This is an optimization exercise on Yosys and OpenROAD, whose aim is small area, a short achievable clock period and few clock cycles, not a production implementation. Function was not checked in any run shown here: the RTL went through the layout flow alone. No activity file was given, so power comes from the tool's default toggle rates.

--- design.v ---
`default_nettype none
package ss_pkg;
	localparam int WAYS  = 3;   
	localparam int XLEN  = 16;
	localparam int PC_W  = 8;   
	localparam int REG_W = 3;
	localparam logic [3:0] OP_NOP  = 4'h0;
	localparam logic [3:0] OP_ADD  = 4'h1;
	localparam logic [3:0] OP_SUB  = 4'h2;
	localparam logic [3:0] OP_ADDI = 4'h3;
	localparam logic [3:0] OP_BNZ  = 4'h4;   
	localparam logic [3:0] OP_HALT = 4'h5;
endpackage
`default_nettype wire
`timescale 1ns/1ps
`default_nettype none
module reg_file (
	input  logic           clock,
	input  logic           reset,
	input  logic [127:0]   nxt,
	output logic [127:0]   regs
);
	assign regs[15:0] = '0;
	always_ff @(posedge clock) begin
		if (!reset)
			regs[127:16] <= '0;
		else
			regs[127:16] <= nxt[127:16];
	end
endmodule
`default_nettype wire
`timescale 1ns/1ps
`default_nettype none
module fetch_unit (
	input  logic       clock,
	input  logic       reset,
	input  logic [7:0] next_pc,
	input  logic       stop,
	output logic [7:0] pc,
	output logic       stopped
);
	always_ff @(posedge clock) begin
		if (!reset) begin
			pc      <= '0;
			stopped <= 1'b0;
		end else begin
			pc      <= next_pc;
			stopped <= stopped | stop;
		end
	end
endmodule
`default_nettype wire
`timescale 1ns/1ps
`default_nettype none
module decode_stage (
	input  logic [15:0] instr,
	output logic [2:0]  rd,
	output logic [2:0]  rs1,
	output logic [2:0]  rs2,
	output logic        is_alu,    
	output logic        is_sub,
	output logic        is_addi,
	output logic        is_bnz,
	output logic        is_halt,
	output logic        wr,        
	output logic        use1,      
	output logic        use2,      
	output logic [15:0] imm,       
	output logic [7:0]  target     
);
	logic [3:0] op;
	assign op      = instr[15:12];
	assign rd      = instr[11:9];
	assign rs1     = instr[8:6];
	assign rs2     = instr[5:3];
	assign is_alu  = op == ss_pkg::OP_ADD || op == ss_pkg::OP_SUB || op == ss_pkg::OP_ADDI;
	assign is_sub  = op == ss_pkg::OP_SUB;
	assign is_addi = op == ss_pkg::OP_ADDI;
	assign is_bnz  = op == ss_pkg::OP_BNZ;
	assign is_halt = op == ss_pkg::OP_HALT;
	assign wr      = is_alu && rd != 3'd0;
	assign use1    = (is_alu || is_bnz) && rs1 != 3'd0;
	assign use2    = (op == ss_pkg::OP_ADD || op == ss_pkg::OP_SUB) && rs2 != 3'd0;
	assign imm     = {{10{instr[5]}}, instr[5:0]};
	assign target  = {2'b00, instr[5:0]};
endmodule
`default_nettype wire
`timescale 1ns/1ps
`default_nettype none
module exec_stage (
	input  logic [7:0]   pc,
	input  logic         run,         
	input  logic [47:0]  bundle,
	input  logic [127:0] regs,
	output logic [127:0] nxt_regs,
	output logic [7:0]   next_pc,
	output logic         stop,        
	output logic [2:0]   valid,
	output logic [2:0]   wr_en,
	output logic [8:0]   rd,
	output logic [47:0]  data,
	output logic [2:0]   is_halt
);
	logic [8:0]  rs1, rs2;
	logic [2:0]  is_alu, is_sub, is_addi, is_bnz, wr, use1, use2;
	logic [47:0] imm;
	logic [23:0] target;
	logic [47:0] a, b, bb;
	logic [2:0]  taken;
	logic [2:0]  fwr;   
	for (genvar w = 0; w < 3; w++) begin : g_dec
		decode_stage u_dec (
			.instr   (bundle[16*w +: 16]),
			.rd      (rd[3*w +: 3]),
			.rs1     (rs1[3*w +: 3]),
			.rs2     (rs2[3*w +: 3]),
			.is_alu  (is_alu[w]),
			.is_sub  (is_sub[w]),
			.is_addi (is_addi[w]),
			.is_bnz  (is_bnz[w]),
			.is_halt (is_halt[w]),
			.wr      (wr[w]),
			.use1    (use1[w]),
			.use2    (use2[w]),
			.imm     (imm[16*w +: 16]),
			.target  (target[8*w +: 8])
		);
	end
	assign wr_en = is_alu;
	always_comb begin
		for (int w = 0; w < 3; w++) begin
			a[16*w +: 16] = regs[16*rs1[3*w +: 3] +: 16];
			b[16*w +: 16] = regs[16*rs2[3*w +: 3] +: 16];
			for (int j = 0; j < w; j++) begin
				if (wr[j] && rd[3*j +: 3] == rs1[3*w +: 3])
					a[16*w +: 16] = data[16*j +: 16];
				if (wr[j] && rd[3*j +: 3] == rs2[3*w +: 3])
					b[16*w +: 16] = data[16*j +: 16];
			end
			bb[16*w +: 16] = is_addi[w] ? imm[16*w +: 16] : b[16*w +: 16];
			if (!is_alu[w])
				data[16*w +: 16] = '0;
			else if (is_sub[w])
				data[16*w +: 16] = a[16*w +: 16] - bb[16*w +: 16];
			else
				data[16*w +: 16] = a[16*w +: 16] + bb[16*w +: 16];
			taken[w] = is_bnz[w] && a[16*w +: 16] != 16'd0;
		end
		valid[0] = run;
		valid[1] = run && !taken[0] && !is_halt[0];
		valid[2] = valid[1] && !taken[1] && !is_halt[1];
		stop = |(valid & is_halt);
		if (valid[0] && taken[0])
			next_pc = target[7:0];
		else if (valid[1] && taken[1])
			next_pc = target[15:8];
		else if (valid[2] && taken[2])
			next_pc = target[23:16];
		else
			next_pc = pc + 8'd3;   
		nxt_regs = regs;
		for (int w = 0; w < 3; w++)
			if (valid[w] && wr[w])
				nxt_regs[16*rd[3*w +: 3] +: 16] = data[16*w +: 16];
	end
endmodule
`default_nettype wire
`timescale 1ns/1ps
`default_nettype none
module ss_pipeline (
	input  logic         clock,
	input  logic         reset,
	output logic [7:0]   imem_addr,
	input  logic [47:0]  imem_data,
	output logic [2:0]   commit_valid,
	output logic [23:0]  commit_pc,
	output logic [2:0]   commit_wr_en,
	output logic [8:0]   commit_rd,
	output logic [47:0]  commit_data,
	output logic [2:0]   commit_stop,
	output logic         halted
);
	logic [7:0]   pc;
	logic [7:0]   next_pc;
	logic         stopped;
	logic         stop;
	logic [127:0] regs;
	logic [127:0] nxt_regs;
	logic [2:0]   valid;
	logic [2:0]   wr_en;
	logic [8:0]   rd;
	logic [47:0]  data;
	logic [2:0]   is_halt;
	logic [7:0]   c_pc;
	assign imem_addr = pc;
	fetch_unit u_fetch (
		.clock   (clock),
		.reset   (reset),
		.next_pc (next_pc),
		.stop    (stop),
		.pc      (pc),
		.stopped (stopped)
	);
	reg_file u_reg_file (
		.clock (clock),
		.reset (reset),
		.nxt   (nxt_regs),
		.regs  (regs)
	);
	exec_stage u_exec (
		.pc       (pc),
		.run      (!stopped),
		.bundle   (imem_data),
		.regs     (regs),
		.nxt_regs (nxt_regs),
		.next_pc  (next_pc),
		.stop     (stop),
		.valid    (valid),
		.wr_en    (wr_en),
		.rd       (rd),
		.data     (data),
		.is_halt  (is_halt)
	);
	always_ff @(posedge clock) begin
		commit_valid <= valid;
		c_pc         <= pc;
		commit_wr_en <= wr_en;
		commit_rd    <= rd;
		commit_data  <= data;
		commit_stop  <= is_halt;
		if (!reset)
			commit_valid <= '0;
	end
	assign commit_pc = {c_pc + 8'd2, c_pc + 8'd1, c_pc};
	always_ff @(posedge clock) begin
		if (!reset)
			halted <= 1'b0;
		else if (|(commit_valid & commit_stop))
			halted <= 1'b1;   
	end
endmodule
`default_nettype wire
--- run.sh ---
#!/bin/bash
# synth_recipe.tcl (not shown) runs the flow's synth.tcl, then flattens the netlist and writes it again
# the make line also repeats each setting of config.mk as NAME=value (left out here)
make -C /OpenROAD-flow-scripts/flow DESIGN_CONFIG=/design/flow/config.mk WORK_HOME=/design/flow/orfs CLKGATE_MAP_FILE= SYNTH_SCRIPT=/design/flow/synth_recipe.tcl finish
--- config.mk ---
export PLATFORM = sky130hd
export DESIGN_NAME = ss_pipeline
export DESIGN_NICKNAME = ss_pipeline
export VERILOG_FILES = /design/flow/design.v
export SDC_FILE = /design/flow/constraint.sdc
export NUM_CORES = 4
export LEC_CHECK = 0
export CAP_MARGIN = 20
export CORE_MARGIN = 2
export CORE_UTILIZATION = 40
export SLEW_MARGIN = 20
--- constraint.sdc ---
create_clock -name core_clock -period 6.0 [get_ports {clock}]
set_input_delay 1.2000 -clock core_clock [delete_from_list [all_inputs] [get_ports {clock}]]
set_output_delay 1.2000 -clock core_clock [all_outputs]
set_load 0.01 [all_outputs]
==> flow_summary_export.csv, run 1 <==
group,metric,value,unit
finish,nets,3447,
global_routing,grtUsageTotal,0.508,
timing,period_share,1.45,
die,core,0.0486,mm^2
finish,drive_above_1_share,0.433,
yosys,yosys-top-cells-count,"295 x nor2_1, 196 x dfxtp_1, 182 x a21oi_1",
critical_path,timing.critical_path.buf_inv,5,
timing,setup_violations,145,
critical_path,critical-path-top-delay-family,"simple AND/OR/NAND/NOR gates",
timing,maxSlewHeadroom,0.217,
die,start_util,0.404,
routing,routedWlPerCell,33.4,um
place,placedInstanceArea,0.0279,mm^2
critical_path,cp.arrival,9.11,ns
critical_path,setup.worst_path.start_class,"input port",
die,die_h,226,um
die,die_w,226,um
finish,instances_no_fill,3969,
yosys,ys_warn_count,4,
timing,drv_slew,0,
yosys,avgSynthCellArea,7.86,um^2
critical_path,end_kind,"flip-flop",
critical_path,cpPeakStageDelay,0.53,ns
status,status,"complete, but fails checks",
timing,skew,0.0369,ns
clock_network,path_clk_slew,0.10,ns
global_routing,antenna_found_initial,11,
clock_network,cts-root-buf,"clkbuf_16",
flow_run,maxCapViolations,0,
place,place.gp.congestion,1.12,
yosys,synth_ff_type,"dfxtp_1",
routing,ant_nets,0,
pwr,powerDensity,163,mW/mm^2
yosys,yosysTopAreaCellShare,0.200,
pwr,power.total,0.00507,W
die,rows,81,
finish,fin_area,0.0310,mm^2
clock_network,h-tree-depth,4,
yosys,ys_seq_area_frac,0.200,
yosys,yosys.area.top_type,"dfxtp_1",
timing,final_hold_viol_count,0,
critical_path,cp_max_fo,7,
yosys,synth_cells,2497,
place,hpwl,103000,um
status,so_faults,"negative setup slack",
yosys,synth-async-reset-ratio,0,
global_routing,grt_pass1_wl,184000,um
critical_path,cp_slowest_cell,"or4_4",
place,dp_cells,3881,
yosys,synth-seq-cells,196,
yosys,synth_most_common_cell,"nor2_1",
routing,dr.first_iter.drc_count,4452,
routing,drt-total-wl,133000,um
die,io_pins,149,
yosys,synthTopCellsByArea,"dfxtp_1 20%, mux4_2 10%, a22oi_1 6.5%",
place,port_buffers,148,
clock_network,cts_buffer_depth,2,
global_routing,grt_start_max_net_pins,49,
routing,drc,0,
die,dieArea,0.0509,mm^2
finish,syn2layout_area_growth,57.8,%
yosys,synth_edf_count,0,
routing,via_count,27233,
timing,fmax,115,MHz
hold_path,worstHoldPathType,"reg -> reg",
clock_network,cts_tree,"built",
yosys,yosys.cell_types.count,98,
timing,fin_tns_setup,-245.52,ns
critical_path,path_class,"in -> reg",
timing,fin_crit,8.72,ns
clock_network,worstSkewPairLatency,0.55,ns
critical_path,worstPathRequired,6.39,ns
yosys,syn_area,0.0196,mm^2
pwr,p_leak,12.8,nW
yosys,syn-num-nets,2614,
place,dp_slack,-3.95,ns
clock_network,numCtsBuffers,17,
global_routing,gr-total-overflow,0,
global_routing,grt_pass1_vias,25712,
clock_network,cts_hold_buf,0,
timing,worstMarginPinSlew,1.17,ns
routing,viasPerCell,6.86,
timing,rsz0062_at_grt,"true",
routing,drtPass1Iterations,8,
timing,worst_slack,-2.72,ns
clock_network,clock_sinks,196,
pwr,vdd_drop_max,196,uV
[routing by layer]
metal | track usage | share of wire | vias to the layer above
met2 | 0.723 | 0.40 | 2472
met4 | 0.367 | 0.090 | 12
met5 | 0.00880 | 0.00096 | -
li1 | - | - | 11098
met1 | 0.621 | 0.36 | 13003
met3 | 0.195 | 0.15 | 648
[cell usage in the layout (no fill, tap or decap), types with 12 or more instances in the layout]
cell type | synthesis | final
xnor2_1 | 40 | 31
a221oi_1 | 44 | 40
a21oi_2 | 0 | 30
xor2_1 | 51 | 32
mux2_2 | 92 | 90
o22ai_1 | 88 | 87
nor3_4 | 0 | 15
clkdlybuf4s50_1 | 0 | 134
a21oi_1 | 182 | 147
and3_1 | 20 | 18
nor4_1 | 19 | 15
and2_1 | 16 | 12
mux2i_1 | 53 | 40
or2_2 | 13 | 13
nor2_2 | 3 | 16
clkbuf_16 | 0 | 17
or3_1 | 28 | 16
inv_1 | 99 | 87
o21ai_1 | 3 | 28
a22oi_1 | 170 | 144
nor2_1 | 295 | 268
nand3_1 | 44 | 33
o21ai_2 | 1 | 22
nor2_4 | 0 | 14
o21ai_0 | 133 | 81
nor2b_1 | 39 | 35
mux4_2 | 88 | 88
xor2_2 | 0 | 15
buf_6 | 1 | 48
nor3_1 | 76 | 56
o21a_1 | 18 | 18
a221o_1 | 12 | 12
ha_1 | 64 | 49
buf_4 | 4 | 780
a22oi_2 | 0 | 26
buf_12 | 1 | 29
dfxtp_1 | 196 | 196
or3_4 | 0 | 12
nand2_1 | 171 | 158
[final timing paths]
check / from / to / slack (ns) / depth (start not counted)
worst max-delay path: imem_data[4] / u_reg_file.regs[94] / -2.72 / 39
worst max register to register: u_reg_file.regs[113] / u_reg_file.regs[94] / -2.24 / 38
worst min register to register: u_fetch.pc[7] / c_pc[7] / 0.38 / 0
worst min-delay path: u_fetch.pc[7] / c_pc[7] / 0.38 / 0
[sequential cells by signal (all words and copies together) (netlist names)]
name	count
u_fetch.pc	8
c_pc	8
commit_wr_en	3
commit_valid	3
commit_data	48
commit_stop	3
u_reg_file.regs	112
halted	1
u_fetch.stopped	1
commit_rd	9
[where the power goes]
part	switching (W)	total, W	leakage, nW	internal, W
combinational	0.00132	0.00239	10.9	0.00107
sequential	0.0000433	0.00139	1.59	0.00135
clock	0.000674	0.00128	0.305	0.000605
total	0.00204	0.00507	12.8	0.00303
[stage by stage]
step | hold slack (ns) | util
after floorplan | 0.404 | -
after global placement | 0.369 | 0.573
after detailed placement | 0.381 | 0.573
after CTS | 0.378 | 0.619
after global routing | 0.391 | 0.637
final | 0.378 | 0.637
[logic make-up (layout without fill, tap and decap cells)]
| logic type | Yosys count | in the layout | synth area share |
|---|---|---|---|
| multiplexers | 240 | 240 | 0.189 |
| buffers and inverters | 299 | 1145 | 0.0609 |
| AO/OA/AOI/OAI | 808 | 808 | 0.273 |
| XOR/XNOR | 92 | 92 | 0.0417 |
| AND/OR/NAND/NOR | 795 | 795 | 0.192 |
| adder cells (fa/ha/maj) | 67 | 67 | 0.0438 |
| flip-flops | 196 | 196 | 0.200 |
| other | 0 | 4 | 0 |
[area by class of cell]
cell class                      instances  area (um^2)
Fill cell                            4142        17700
Multi-Input combinational cell       2002        16700
Timing Repair Buffer                 1009         8530
Sequential cell                       196         3920
Tap cell                              622          778
Clock buffer                           17          425
Inverter                              104          398
Clock inverter                         15          201
Antenna cell                            4         10.0
[repair_timing]
item	CTS	global route
cloned	2	0
gates resized for setup	298	141
setup endpoints to repair	149	148
buffers inserted	38	19
pin swaps	129	100
==> run 2: changes to the inputs <==
--- a/design.v
+++ b/design.v
@@ -106,8 +106,20 @@
 	logic [47:0] imm;
 	logic [23:0] target;
 	logic [47:0] a, b, bb;
-	logic [2:0]  taken;
-	logic [2:0]  fwr;   
+	logic [2:0]  zero;     
+	logic [2:0]  nz;       
+	logic [2:0]  taken;    
+	logic [2:0]  dep;      
+	logic [2:0]  ends;     
+	logic [47:0] sum;
+	for (genvar w = 0; w < 3; w++) begin : g_alu
+		ks_add16 u_add (
+			.a   (a[16*w +: 16]),
+			.b   (bb[16*w +: 16]),
+			.cin (is_sub[w]),
+			.s   (sum[16*w +: 16])
+		);
+	end
 	for (genvar w = 0; w < 3; w++) begin : g_dec
 		decode_stage u_dec (
 			.instr   (bundle[16*w +: 16]),
@@ -129,26 +141,34 @@
 	assign wr_en = is_alu;
 	always_comb begin
 		for (int w = 0; w < 3; w++) begin
-			a[16*w +: 16] = regs[16*rs1[3*w +: 3] +: 16];
-			b[16*w +: 16] = regs[16*rs2[3*w +: 3] +: 16];
-			for (int j = 0; j < w; j++) begin
-				if (wr[j] && rd[3*j +: 3] == rs1[3*w +: 3])
-					a[16*w +: 16] = data[16*j +: 16];
-				if (wr[j] && rd[3*j +: 3] == rs2[3*w +: 3])
-					b[16*w +: 16] = data[16*j +: 16];
+			a[16*w +: 16]  = regs[16*rs1[3*w +: 3] +: 16];
+			b[16*w +: 16]  = regs[16*rs2[3*w +: 3] +: 16];
+			bb[16*w +: 16] = is_addi[w] ? imm[16*w +: 16] :
+				is_sub[w] ? ~b[16*w +: 16] : b[16*w +: 16];
+			if (is_alu[w])
+				data[16*w +: 16] = sum[16*w +: 16];
+			else
+				data[16*w +: 16] = '0;
+			zero[w] = !is_alu[w] || ((a[16*w +: 16] ^ bb[16*w +: 16]) ==
+				{a[16*w +: 15] | bb[16*w +: 15], is_sub[w]});
+		end
+		for (int w = 0; w < 3; w++) begin
+			nz[w]  = a[16*w +: 16] != 16'd0;
+			dep[w] = 1'b0;
+			for (int j = 0; j < w; j++) begin   
+				if (wr[j] && rd[3*j +: 3] == rs1[3*w +: 3]) begin
+					nz[w] = !zero[j];
+					if (is_alu[w]) dep[w] = 1'b1;
+				end
+				if (wr[j] && rd[3*j +: 3] == rs2[3*w +: 3] && use2[w])
+					dep[w] = 1'b1;
 			end
-			bb[16*w +: 16] = is_addi[w] ? imm[16*w +: 16] : b[16*w +: 16];
-			if (!is_alu[w])
-				data[16*w +: 16] = '0;
-			else if (is_sub[w])
-				data[16*w +: 16] = a[16*w +: 16] - bb[16*w +: 16];
-			else
-				data[16*w +: 16] = a[16*w +: 16] + bb[16*w +: 16];
-			taken[w] = is_bnz[w] && a[16*w +: 16] != 16'd0;
+			taken[w] = is_bnz[w] && nz[w] && target[8*w +: 8] != pc + 8'(w + 1);
+			ends[w]  = taken[w] || is_halt[w];
 		end
 		valid[0] = run;
-		valid[1] = run && !taken[0] && !is_halt[0];
-		valid[2] = valid[1] && !taken[1] && !is_halt[1];
+		valid[1] = run && !ends[0] && !dep[1];
+		valid[2] = valid[1] && !ends[1] && !dep[2];
 		stop = |(valid & is_halt);
 		if (valid[0] && taken[0])
 			next_pc = target[7:0];
@@ -156,12 +176,47 @@
 			next_pc = target[15:8];
 		else if (valid[2] && taken[2])
 			next_pc = target[23:16];
+		else if (valid[2])
+			next_pc = pc + 8'd3;
+		else if (valid[1])
+			next_pc = pc + 8'd2;
 		else
-			next_pc = pc + 8'd3;   
+			next_pc = pc + 8'd1;   
 		nxt_regs = regs;
 		for (int w = 0; w < 3; w++)
 			if (valid[w] && wr[w])
 				nxt_regs[16*rd[3*w +: 3] +: 16] = data[16*w +: 16];
+	end
+endmodule
+`default_nettype wire
+`default_nettype none
+module ks_add16 (
+	input  logic [15:0] a,
+	input  logic [15:0] b,
+	input  logic        cin,
+	output logic [15:0] s
+);
+	logic [15:0] p, g;
+	logic [15:0] gl [5];
+	logic [15:0] pl [5];
+	always_comb begin
+		p = a ^ b;
+		g = a & b;
+		g[0] = g[0] | (p[0] & cin);
+		gl[0] = g;
+		pl[0] = p;
+		for (int l = 0; l < 4; l++) begin
+			for (int i = 0; i < 16; i++) begin
+				if (i >= (1 << l)) begin
+					gl[l+1][i] = gl[l][i] | (pl[l][i] & gl[l][i - (1 << l)]);
+					pl[l+1][i] = pl[l][i] & pl[l][i - (1 << l)];
+				end else begin
+					gl[l+1][i] = gl[l][i];
+					pl[l+1][i] = pl[l][i];
+				end
+			end
+		end
+		s = p ^ {gl[4][14:0], cin};
 	end
 endmodule
 `default_nettype wire
==> run 2 against run 1 <==
Now clean on timing, DRC and antenna. Power is 18% lower. Core utilization is 13 points lower. Combinational power is 38% lower. Non-clock buffer count is 501 lower. Die area is 2.2% higher. Hold slack better by 0.14 ns. Highest routed layer unchanged.
==> flow_summary_export.csv, run 2 <==
group,metric,value,unit
critical_path,timing.rr.end,"u_reg_file.regs[79]",
routing,ant_nets,0,
timing,fin_tns_setup,0,ns
clock_network,clock_sinks,196,
clock_network,cts_tree,"built",
timing,worstMarginPinSlew,1.11,ns
critical_path,crit_path_end,"u_reg_file.regs[79]",
timing,holdWs,0.521,ns
die,dieArea,0.0520,mm^2
die,start_util,0.403,
finish,final_cell_mix,"340 x buf_4, 226 x nor2_1, 196 x dfxtp_1, 191 x a22oi_1, 145 x nand2_1",
finish,reg.largest.list,"u_reg_file.regs x112, commit_data x48, commit_rd x9",
timing,drv_slew,0,
die,rows,82,
critical_path,cp_max_fo,16,
global_routing,gr-total-overflow,0,
pwr,powerDensity,166,mW/mm^2
place,hpwl,96900,um
place,port_buffers,148,
yosys,yosys.cell_types.count,91,
finish,drive_above_1_share,0.225,
yosys,synth_cells,2454,
hold_path,worstHoldPathType,"reg -> reg",
finish,fin_area,0.0251,mm^2
routing,routedWlPerCell,36.3,um
die,die_h,228,um
clock_network,cts-root-buf,"clkbuf_16",
clock_network,h-tree-depth,4,
die,io_pins,149,
routing,via_count,24436,
timing,final_hold_viol_count,0,
yosys,syn_area,0.0201,mm^2
routing,drc,0,
finish,largest-register,"u_reg_file.regs",
clock_network,numCtsBuffers,17,
timing,period_share,0.974,
timing,skew,0.0178,ns
status,status,"finished clean",
timing,rsz0062_at_grt,"false",
clock_network,worstSkewPairLatency,0.53,ns
timing,fmax,171,MHz
critical_path,reg2reg_depth,19,
yosys,yosysTopAreaCellShare,0.195,
yosys,yosys.area.top_type,"dfxtp_1",
finish,nets,2943,
routing,dr.first_iter.drc_count,3881,
critical_path,end_kind,"flip-flop",
yosys,avgSynthCellArea,8.18,um^2
finish,largest_register_ffs,112,
die,die_w,228,um
flow_run,maxCapViolations,0,
finish,postLayoutCoreUtil,0.504,
clock_network,cts_buffer_depth,2,
global_routing,antenna_found_initial,9,
finish,multi_input_area,0.0149,mm^2
finish,syn2layout_area_growth,25.3,%
critical_path,worstPathCellList,"clkdlybuf4s50_1 -> buf_4 -> nor2b_4 -> buf_4 -> a221oi_1 -> or2_2 -> inv_1 -> ha_1 -> xor2_1 -> nand3_1 -> or4_1 -> buf_4 -> a2111oi_4 -> o31ai_4 -> buf_4 -> nor4b_4 -> buf_4 -> nand3_2 -> buf_12 -> a22oi_1 -> nor2_1",
critical_path,worstPathRequired,6.37,ns
yosys,syn-num-nets,2607,
global_routing,grt_start_max_net_pins,53,
place,placedInstanceArea,0.0245,mm^2
yosys,synth-async-reset-ratio,0,
yosys,synthTopCellsByArea,"dfxtp_1 20%, mux4_2 7.2%, a22oi_1 7.1%",
pwr,vdd_drop_max,167,uV
global_routing,grt_pass1_vias,22721,
critical_path,cp.arrival,6.21,ns
pwr,p_leak,9.92,nW
critical_path,critPathLaunch,"imem_data[6]",
die,core,0.0499,mm^2
routing,drt-total-wl,126000,um
routing,top_layer,"met5",
critical_path,setup.worst_path.start_class,"input port",
clock_network,path_clk_slew,0.09,ns
yosys,synth_most_common_cell,"nor2_1",
critical_path,cpPeakStageDelay,0.60,ns
timing,maxSlewHeadroom,0.253,
critical_path,reg2reg_from,"u_reg_file.regs[52]",
finish,n_fill_cell,4835,
yosys,synth-seq-cells,196,
routing,route.met3.wl,20000,um
clock_network,cts_hold_buf,0,
timing,setup_violations,0,
routing,viasPerCell,7.02,
timing,fin_crit,5.84,ns
critical_path,cp_common_cell,"buf_4",
yosys,yosys-top-cells-count,"227 x nor2_1, 196 x dfxtp_1, 191 x a22oi_1",
yosys,ys_warn_count,7,
finish,final_common_cell,"buf_4",
global_routing,grtUsageTotal,0.470,
yosys,synth_edf_count,0,
yosys,synth_ff_type,"dfxtp_1",
critical_path,path_class,"in -> reg",
global_routing,grt_pass1_wl,174000,um
critical_path,reg2reg_slack,0.59,ns
routing,met2_length,49000,um
yosys,ys_seq_area_frac,0.195,
finish,ff_latch_area,0.00392,mm^2
routing,wl_met1,45300,um
routing,drtPass1Iterations,7,
critical_path,cp_slowest_cell,"a221oi_1",
place,place.gp.congestion,1.15,
[run 2: cell families (layout without fill, tap and decap cells)]
group	Yosys count	after routing	synth area share
other	0	8	0
buffers and inverters	314	663	0.0657
muxes	262	262	0.177
AOI/OAI and AO/OA	784	784	0.272
and+or+nand+nor	678	678	0.170
xor gates and xnor gates	117	117	0.0525
adders and majority gates	103	103	0.0664
DFF	196	196	0.195
[run 2: per-stage QoR]
step	std cells	setup WS, ns	power (W)
2_1_floorplan	2454	0.0305	0.00213
3_3_place_gp	3441	-0.500	0.00281
3_5_place_dp	3441	-0.225	0.00281
4_1_cts	3473	0.301	0.00411
5_1_grt	3475	0.101	0.00428
6_report	3483	0.159	0.00417
[run 2: cell type report]
type,instances,share of cell area
multi-input combinational,1944,0.592
timing repair buffer,508,0.174
sequential,196,0.156
tap,672,0.0334
inverter,123,0.0186
clock buffer,17,0.0169
clock inverter,15,0.00776
antenna,8,0.000796
[run 2: what timing repair did]
| item | in CTS | in global routing |
|---|---|---|
| gates resized for setup | 0 | 5 |
| setup endpoints to repair | 0 | 3 |
| setup buffers | 0 | 2 |
[run 2: worst min-delay path by stage]
stage / start / endpoint / slack, ns / cells past startpoint
2_1_floorplan: u_fetch.pc[6] / c_pc[6] / 0.39 / 0
3_3_place_gp: halted / halted / 0.49 / 2
3_5_place_dp: halted / halted / 0.50 / 2
4_1_cts: u_fetch.pc[7] / c_pc[7] / 0.52 / 0
5_1_grt: u_fetch.pc[7] / c_pc[7] / 0.56 / 0
6_report: halted / halted / 0.52 / 2
[run 2: per-layer routing]
layer / global-route usage / up-vias
li1: - / 9992
met1: 0.552 / 11721
met2: 0.644 / 2108
met3: 0.243 / 609
met4: 0.356 / 6
met5: 0.00460 / -
[run 2: report_power, final]
group          switching [W]  total [W]  internal, W
clock network       0.000735    0.00131     0.000577
registers          0.0000568    0.00139      0.00134
logic               0.000881    0.00147     0.000585
total                0.00167    0.00417      0.00250
[run 2: worst max-delay path, delay by kind of cell]
kind            cells  cell delay [ns]
compound gates      4             1.24
xor+xnor            1             0.25
fa+ha+maj           1             0.30
buf+inv             8             1.67
simple gates        7             1.54

==> separate check: timing with driven ports <==
The results above use ideal ports. As a check the final layouts listed here were re-extracted and re-timed, cells and wires unchanged.
Step 1 sets driving cells, clkbuf_16 on the clock port and buf_2 on the other inputs (assumed; they add their load-dependent delay and slew).
Step 2 also shifts input and output timing later by t, the mid clock arrival at the registers, as if the neighbouring blocks saw the same clock.
Slacks: ideal ports / drivers / drivers and shift; pairs: ideal ports / drivers.
| run | t (ns) | setup slack, ns | pins driven straight from the clock port |
|---|---|---|---|
| run 1 | 0.591 | -2.719 / -2.718 / -3.309 | 1 |
| run 2 | 0.585 | 0.159 / 0.197 / -0.389 | 1 |
Met with ideal ports but missed after step 2: setup timing in run 2. The setup slack of run 1, which loses most, moves by +0.001 ns with the drivers and by -0.590 ns with both steps.
